Context: an optimization exercise on an open-source flow, tuned for small area, a short achievable clock period and few clock cycles per item. The choices shown serve that exercise and are no tape-out recipe. Function was checked by simulation only, so behaviour that the tests miss may differ from the original. Power figures rest on the tool's default switching activity, not on a simulated workload.

## flow/design.v (module list and top-level ports; edited modules follow where they fit)
// module argb_pixel_blend_unit: 859 lines
module argb_pixel_blend_unit (
  input  logic        clk_i,
  input  logic        rst_ni,
  input  logic        start_i,
  output logic        busy_o,
  input  logic [31:0] src_pixel_i,
  input  logic [31:0] dst_pixel_i,
  output logic        done_o,
  output logic [31:0] out_pixel_o,
  input  logic        cfg_valid_i,
  output logic        cfg_ready_o,
  input  logic [1:0]  cfg_index_i,
  input  logic [31:0] cfg_data_i
);
  // ...
==> flow/run.sh <==
#!/bin/bash
# synth_recipe.tcl (not shown) runs the flow's synth.tcl, then flattens the netlist and writes it again
# the make line also repeats each setting of config.mk as NAME=value (left out here)
make -C /OpenROAD-flow-scripts/flow DESIGN_CONFIG=/design/flow/config.mk WORK_HOME=/design/flow/orfs CLKGATE_MAP_FILE= SYNTH_SCRIPT=/design/flow/synth_recipe.tcl finish
==> flow/config.mk <==
export PLATFORM = sky130hd
export DESIGN_NAME = argb_pixel_blend_unit
export DESIGN_NICKNAME = argb_pixel_blend_unit
export VERILOG_FILES = /design/flow/design.v
export SDC_FILE = /design/flow/constraint.sdc
export NUM_CORES = 4
export LEC_CHECK = 0
export CAP_MARGIN = 20
export CORE_MARGIN = 2
export CORE_UTILIZATION = 60
export CTS_BUF_LIST = sky130_fd_sc_hd__clkbuf_4 sky130_fd_sc_hd__clkbuf_8
export SETUP_SLACK_MARGIN = 3.3
export SLEW_MARGIN = 20
==> flow/constraint.sdc <==
create_clock -name core_clock -period 5.5 [get_ports {clk_i}]
set_input_delay 1.1000 -clock core_clock [delete_from_list [all_inputs] [get_ports {clk_i}]]
set_output_delay 1.1000 -clock core_clock [all_outputs]
set_load 0.01 [all_outputs]
==> impl_metrics.tcl, run 1 <==
set metrics [dict create \
    swShare_pct 37.1 \
    die_h_um 172 \
    core_area_sq_um 27800 \
    synth.most_common_cell "dfxtp_1" \
    diodes 0 \
    num-multi-input-gates 1071 \
    hold_class "register to register" \
    synth_largest_area_cell "dfxtp_1" \
    cp.depth 1 \
    grt_pass1_wl_um 57100 \
    final_area_sq_um 19900 \
    track_usage_pct 24.6 \
    path_clk_slew_ns 0.06 \
    wl_met1_um 16100 \
    cts.htree.levels 2 \
    portBuffers 134 \
    outcome "timing/DRC/antenna clean" \
    critPathKind "register to primary output" \
    crit_chain "buf_2" \
    crit_slowest_cell "dfrtp_1" \
    met3_usage_pct 7.51 \
    fin_cells 2144 \
    first_pass_iters 5 \
    nonClkBufAreaFrac_pct 6.85 \
    worst_slew_pin_slew_ns 0.974 \
    n_clock_buffer 84 \
    final_max_slew_viol_count 0 \
    power_density_nw_per_um2 575 \
    busiest_layer "met2" \
    pre_cts_slack_ns 2.82 \
    wl_met2_um 15800 \
    setup_slack_ns 3.32 \
    slowest_delay_ns 0.36 \
    dr.max_layer_used "met4" \
    multi_input_area_share_pct 44.6 \
    synth_top_area_share_pct 35.8 \
    rows 61 \
    final_nets 2028 \
    crit_arrival_ns 1.08 \
    drc 0 \
    num_io_pins 137 \
    ff2ff_path_depth 7 \
    antenna_left 0 \
    placed_area_sq_um 18400 \
]
Testbench counts, summed over its fixed seeds: cycles 16,967, items 16,026.
==> run 2: changes to the inputs <==
--- a/flow/config.mk
+++ b/flow/config.mk
@@ -7,7 +7,6 @@
 export LEC_CHECK = 0
 export CAP_MARGIN = 20
 export CORE_MARGIN = 2
-export CORE_UTILIZATION = 60
-export CTS_BUF_LIST = sky130_fd_sc_hd__clkbuf_4 sky130_fd_sc_hd__clkbuf_8
+export CORE_UTILIZATION = 40
 export SETUP_SLACK_MARGIN = 3.3
 export SLEW_MARGIN = 20
==> run 2 against run 1 <==
  * Non-clock buffer count grew 2
  * Total power shrank 1.2%
  * Sequential power shrank 2%
  * Critical path type is now register to register
  * Largest cell class unchanged
  * Highest routed layer is now met5
==> impl_metrics.tcl, run 2 <==
set metrics [dict create \
    dieWidth_um 210 \
    vias 10900 \
    cts_buffers 39 \
    worst_slew_pin_slew_ns 0.824 \
    first_pass_iters 5 \
    timing.fmax_ghz 0.460 \
    finalClockSkew_ns 0.0224 \
    wirelength_um 36700 \
    track_usage_pct 17.1 \
    drt-wirelength-per-cell_um 16.1 \
    async_reset_ff_share_pct 4.83 \
    final_nets 2013 \
    layout-drive-gt1-share_pct 11.3 \
    critPathMaxFanout 28 \
    drc 0 \
    cts_root_buf "clkbuf_16" \
    final_util_pct 47.9 \
    syn_nets 1939 \
    cp.required_ns 5.89 \
    synth_area_leaders "dfxtp_1 (36%), fa_1 (18%), edfxtp_1 (5.7%)" \
    synth.most_common_cell "dfxtp_1" \
    antenna_found_initial 2 \
    yosysSeqAreaShare_pct 44.0 \
    synth_common_cells "dfxtp_1 (303), nand2_1 (195), o21ai_0 (174), fa_1 (153), inv_1 (92)" \
    gr-total-overflow 0 \
    cts.htree.levels 2 \
    tns_ns 0 \
    fill_cells 3855 \
    synth-seq-cells 352 \
    period_share_pct 39.5 \
    antenna_left 0 \
    max-cap-violations 0 \
    p_switching_mw 4.14 \
    pre_cts_slack_ns 2.63 \
    initial_utilization_pct 40.5 \
    grt_pass1_vias 11300 \
    core_area_sq_um 41900 \
    path_clk_slew_ns 0.06 \
    die_h_um 210 \
    critPathLaunchType "register" \
    layout_common_cells "dfxtp_1 (301), nand2_1 (195), fa_1 (153)" \
    synth.distinct_cells 52 \
    num_io_pins 137 \
    hold_class "register to register" \
    p_int_mw 7.18 \
    portBuffers 134 \
    synth-main-ff-cell "dfxtp_1" \
    cts.sinks 352 \
    clkLatencyLatePin_ns 0.54 \
    fin_crit_ns 2.17 \
    grt_max_degree 66 \
    rows 75 \
    synth_edf_count 32 \
    hold_violations 0 \
    rrSetupSlack_ns 3.33 \
    setup_viol 0 \
    grt_pass1_wl_um 60400 \
    routabilityCongestion 0.877 \
    cts_tree "built" \
    die-area_sq_um 44000 \
    final_common_cell "dfxtp_1" \
    p_clk_share_pct 22.8 \
    area_delta_synth_final_pct 18.2 \
    outcome "timing/DRC/antenna clean" \
    leakage_nw 8.44 \
    critPathKind "register to register" \
    power_density_nw_per_um2 565 \
    synth_top_area_share_pct 35.8 \
    ys_warn_count 5 \
    cp-end-kind "register" \
    synth_largest_area_cell "dfxtp_1" \
    dp_hpwl_um 27300 \
    clk_path_buf_depth 3 \
    drt_iter0_markers 694 \
    swShare_pct 36.6 \
    diodes 0 \
    max_slew_margin_pct 44.9 \
    ir_drop_mv 0.270 \
    p_seq_share_pct 37.0 \
    avgSynthCellArea_sq_um 10.4 \
    setup_slack_ns 3.33 \
    multiInputGateArea_sq_um 8860 \
    postCtsHoldBufs 0 \
    routed_via_density 4.81 \
    synth_area_sq_um 17000 \
    combPwrFrac_pct 40.2 \
    crit_arrival_ns 2.56 \
    rsz0062_at_grt "true" \
    netlist_instances 1630 \
    ff_latch_area_sq_um 7470 \
    final_max_slew_viol_count 0 \
    largestRegisters "r2_0_q (43), r2_1_q (43), r2_2_q (43)" \
]
## run 2: cell counts after synthesis
No cell type changed its count.
## run 2: what timing repair did
| item | 4_1_cts | 5_1_grt |
|---|---|---|
| cloned | 0 | 0 |
| pin swaps | 0 | 0 |
| endpoints found under the setup margin | 143 | 104 |
| gates resized for setup | 134 | 85 |
| setup buffers | 1 | 2 |
## run 2: cells by family after synthesis
family	Yosys count	share of synthesized area, %
simple gates	416	11.5
flops	352	44.0
compound gates	349	12.3
fa+ha+maj	207	22.1
buf+inv	207	4.86
xor+xnor	80	4.13
mux	17	1.11
other cells	2	0.0443
## run 2: area by class of cell
type / count / share of cell area [%]
inverters: 92 / 1.72
clock buffers: 55 / 5.75
repair buffers: 148 / 6.95
clock inverters: 13 / 0.681
flip-flops and latches: 352 / 37.3
well taps: 539 / 3.37
multi-input cells: 1071 / 44.2
## run 2: worst paths after layout
path,startpoint,to,depth (start not counted)
setup reg to reg,dir1_q,r2_2_q[19],5
min in group asynchronous,rst_ni,mode_q[2],1
setup / recovery,dir1_q,r2_2_q[19],5
max in group asynchronous,rst_ni,sel_q,1
hold / removal,sub2_q,sub3_q,0
hold reg to reg,sub2_q,sub3_q,0
## run 2: worst max-delay path, cell delays in order, from the launching register on
cell and delay, ns:
dfxtp_4 0.39, buf_12 0.17, nand2b_2 0.28, o21ai_1 0.22
fa_1 0.47, fa_1 0.49
## run 2: layer usage
metal / track usage [%] / vias to the layer above / share of wire [%]
li1: - / 5454 / -
met1: 25.1 / 5059 / 49
met2: 25.4 / 348 / 42
met3: 3.92 / 61 / 7.0
met4: 4.74 / 4 / 2.0
met5: 0 / - / 0.052
## run 2: metrics by stage
stage	hold slack (ns)	total power [mW]	area [sq um]	instances
after floorplan	0.310	7.30	17000	1630
after global placement	0.309	8.63	18600	2199
after detailed placement	0.312	8.80	18600	2199
after CTS	0.321	11.4	20000	2268
after global routing	0.329	12.4	20000	2270
final	0.322	11.3	20000	2270
## run 2: power by group through the flow
stage / registers, mW / logic, mW / clock network [mW]
after floorplan: 3.93 / 3.37 / 0
after global placement: 4.21 / 4.42 / 0
after detailed placement: 4.23 / 4.57 / 0
after CTS: 4.18 / 4.58 / 2.66
after global routing: 4.30 / 5.31 / 2.76
final: 4.19 / 4.55 / 2.58

==> what the ideal ports hide <==
How much do the figures lean on ideal ports? The routed layouts below were timed once more, with nothing changed but the port constraints.
Step 1 sets driving cells, clkbuf_16 on the clock port and buf_2 on the other inputs (assumed; they add their load-dependent delay and slew).
Step 2 moves the port delays by t, midway between the first and last clock arrival at a register: inputs arrive t later, outputs are due t later. That takes back most of the time a late clock gives input paths.
Slacks: no drivers / after step 1 / after step 2; pairs: no drivers / after step 1.
| run | t (ns) | setup WS [ns] | hold slack, ns | worst register clock-pin slew, ns |
|---|---|---|---|---|
| run 1 | 0.627 | 3.317 / 3.268 / 2.825 | 0.325 / 0.325 / 0.325 | 0.07 / 0.07 |
| run 2 | 0.579 | 3.327 / 3.292 / 2.807 | 0.322 / 0.322 / 0.322 | 0.06 / 0.06 |
After both steps every run listed still meets setup and hold. The setup slack of run 2, which loses most, moves by -0.035 ns with the drivers and by -0.520 ns with both steps.
